Source: an optimization exercise on an open RTL-to-GDS flow (aim: small area, a short achievable clock period and few clock cycles). Production flows keep margins and buffers that such runs may drop. The RTL was checked by simulation tests, not by an equivalence proof against the original design.

==> flow/design.v (excerpt) <==
module servo_slew_position_controller
(
    input  logic                        i_clk,
    input  logic                        i_rst_n,
    input  logic                        i_in_valid,
    output logic                        o_in_stall,
    input  logic [sspc_pkg::REQ_W-1:0] i_req_type,
    input  logic signed [sspc_pkg::ANGLE_W-1:0] i_angle,
    input  logic signed [sspc_pkg::DIR_W-1:0] i_direction,
    output logic                        o_out_valid,
    input  logic                        i_out_stall,
    output logic [sspc_pkg::PULSE_W-1:0] o_pulse_width,
    output logic [sspc_pkg::PULSE_W-1:0] o_target_width,
    output logic                        o_pwm_write,
    input  logic                        i_cfg_valid,
    output logic                        o_cfg_ready,
    input  logic [sspc_pkg::CFG_IDX_W-1:0] i_cfg_index,
    input  logic [sspc_pkg::CFG_DAT_W-1:0] i_cfg_data
);
    localparam logic [2:0] OP_NOP  = 3'd0;
    localparam logic [2:0] OP_TICK = 3'd1;
    localparam logic [2:0] OP_MAP  = 3'd2;    
    localparam logic [2:0] OP_REL  = 3'd3;    
    localparam logic [2:0] OP_CUR  = 3'd4;    
    localparam logic [2:0] OP_PL   = 3'd5;    
    localparam logic [2:0] OP_PH   = 3'd6;    
    logic signed [9:0]  r_deg_low, r_deg_high, r_home;
    logic [11:0]        r_pls_low, r_pls_high, r_step;
    always_ff @(posedge i_clk) begin
        if (!i_rst_n) begin
            r_deg_low  <= DEG_LOW_RST;
            r_deg_high <= DEG_HIGH_RST;
            r_pls_low  <= PLS_LOW_RST;
            r_pls_high <= PLS_HIGH_RST;
            r_step     <= STEP_RST;
            r_home     <= HOME_DEG_RST;
        end else if (i_cfg_valid) begin
            case (i_cfg_index)
                3'd0: r_deg_low  <= $signed(i_cfg_data[9:0]);
                3'd1: r_deg_high <= $signed(i_cfg_data[9:0]);
                3'd2: r_pls_low  <= i_cfg_data;
                3'd3: r_pls_high <= i_cfg_data;
                3'd4: r_step     <= i_cfg_data;
                3'd5: r_home     <= $signed(i_cfg_data[9:0]);
                default: ;
            endcase
        end
    end
    logic signed [10:0] dd_c;
    logic signed [12:0] pd_c;
    logic        c_dz, c_dneg, c_pneg;
    logic [9:0]  c_den;
    logic [11:0] c_pmag;
    logic [13:0] c_pmag3;    
  ...
Size in the first run: about 3500 cells after synthesis, about 350 flip-flops, roughly 67 I/O pins, about 0.029 mm^2 of cells after synthesis.
export LEC_CHECK = 0
export ABC_AREA = 1
export CAP_MARGIN = 20
export CORE_MARGIN = 2
export CORE_UTILIZATION = 40
export SETUP_SLACK_MARGIN = 5
export SLEW_MARGIN = 20
create_clock -name core_clock -period 11.0 [get_ports {i_clk}]
standard.sh (not shown) runs the stock make flow with config.mk's settings and CLKGATE_MAP_FILE= SYNTH_SCRIPT=/design/flow/synth_recipe.tcl, a recipe that flattens the netlist after the stock synthesis.
==> flow/flow/run.sh <==
#!/bin/bash
set -euo pipefail
MARGIN=${MARGIN:-5.9}
sed "s/SETUP_SLACK_MARGIN=5/SETUP_SLACK_MARGIN=${MARGIN}/" standard.sh > standard_margin.sh
grep -q "SETUP_SLACK_MARGIN=${MARGIN}" standard_margin.sh
bash standard_margin.sh > flow.log 2>&1
Testbench counts at the start, summed over its fixed seeds: cycles 7,632.
==> next run, changes <==
Settings changed: ABC_AREA 1 to unset.
After rerunning: The new run ran to the end with no violations; via count decreases by a few percent; global-route usage decreases by 0.27 points; area after synthesis decreases slightly; die area decreases slightly; wire length decreases slightly.
==> next run, changes <==
--- a/flow/flow/run.sh
+++ b/flow/flow/run.sh
@@ -2,3 +2,3 @@
 set -euo pipefail
-MARGIN=${MARGIN:-5.9}
+MARGIN=${MARGIN:-5.6}
 sed "s/SETUP_SLACK_MARGIN=5/SETUP_SLACK_MARGIN=${MARGIN}/" standard.sh > standard_margin.sh
- The new run finished clean
- design area drops by 1.4%
- synthesized area is unchanged
- hold slack loses 9.5 ps
- routed wire length goes down by 1.1%
- cell count went down by about 0.4%
- global-route usage hardly moves

* * *

run B:
Another version of the RTL of servo_slew_position_controller (not shown whole).
Size in the first run: ~340 flip-flops.
make LEC_CHECK=0 CAP_MARGIN=20 CORE_MARGIN=2 CORE_UTILIZATION=40 PLACE_DENSITY=0.85 SETUP_SLACK_MARGIN=5 SLEW_MARGIN=20 finish   # period 11.0 ns
run.sh (not shown) runs the stock make flow with config.mk's settings and CLKGATE_MAP_FILE= SYNTH_SCRIPT=/design/flow/synth_recipe.tcl, a recipe that flattens the netlist after the stock synthesis.
Stock flow here: none of the scripts above is used.
Testbench counts of run B, summed over its fixed seeds: cycles 7,632.
Relative to run B, the following input files were edited for run Y:
-- flow/config.mk --
<<< run B, line 10
export CORE_UTILIZATION = 40
export PLACE_DENSITY = 0.85
>>> run Y, line 10
export CORE_UTILIZATION = 60
export PLACE_DENSITY = 0.75
[summary]
Sum of routed wire segments on met1: lower on run B. Routed wire length went up slightly going from run B to run Y. Across both runs, largest driver fanout on the critical path was lower for run Y than for run B. Comparing area of all placed cells without fillers for run Y and run B, the smaller number came from run Y. Taking run B as the reference, in run Y maximum frequency now larger, setup slack now larger, largest incremental delay on the critical path now larger. Hold slack: run Y worse than run B.

re-timing with driven ports:
How much do the figures lean on ideal ports? The routed layouts below were timed once more, with nothing changed but the port constraints. Step 1, drivers: a clkbuf_16 drives i_clk and a buf_2 each remaining input, both assumed. Step 2 adds t to the input delays and takes it off the output delays; t is the mean of the earliest and latest rising clock arrival at the registers after step 1. Input paths then give back, and output paths get back, about the clock's delay inside the block. a / b / c = ideal / step 1 / step 2; a / b = the first two.
run | t, ns | setup WS [ns] | worst setup path at the end
the first run of note 1 | 0.624 | 5.990 / 5.941 / 5.543 | input to register
the second run of note 1 | 0.617 | 6.005 / 5.966 / 5.488 | input to register
the third run of note 1 | 0.614 | 5.712 / 5.687 / 5.346 | input to register
run B | 0.629 | 5.103 / 5.103 / 4.685 | input to register
run Y | 0.601 | 5.304 / 5.304 / 4.895 | input to register
After both steps setup and hold are still met in every run listed. For the second run of note 1, which loses most, drivers alone change the setup slack by -0.039 ns; drivers and shift together by -0.517 ns.
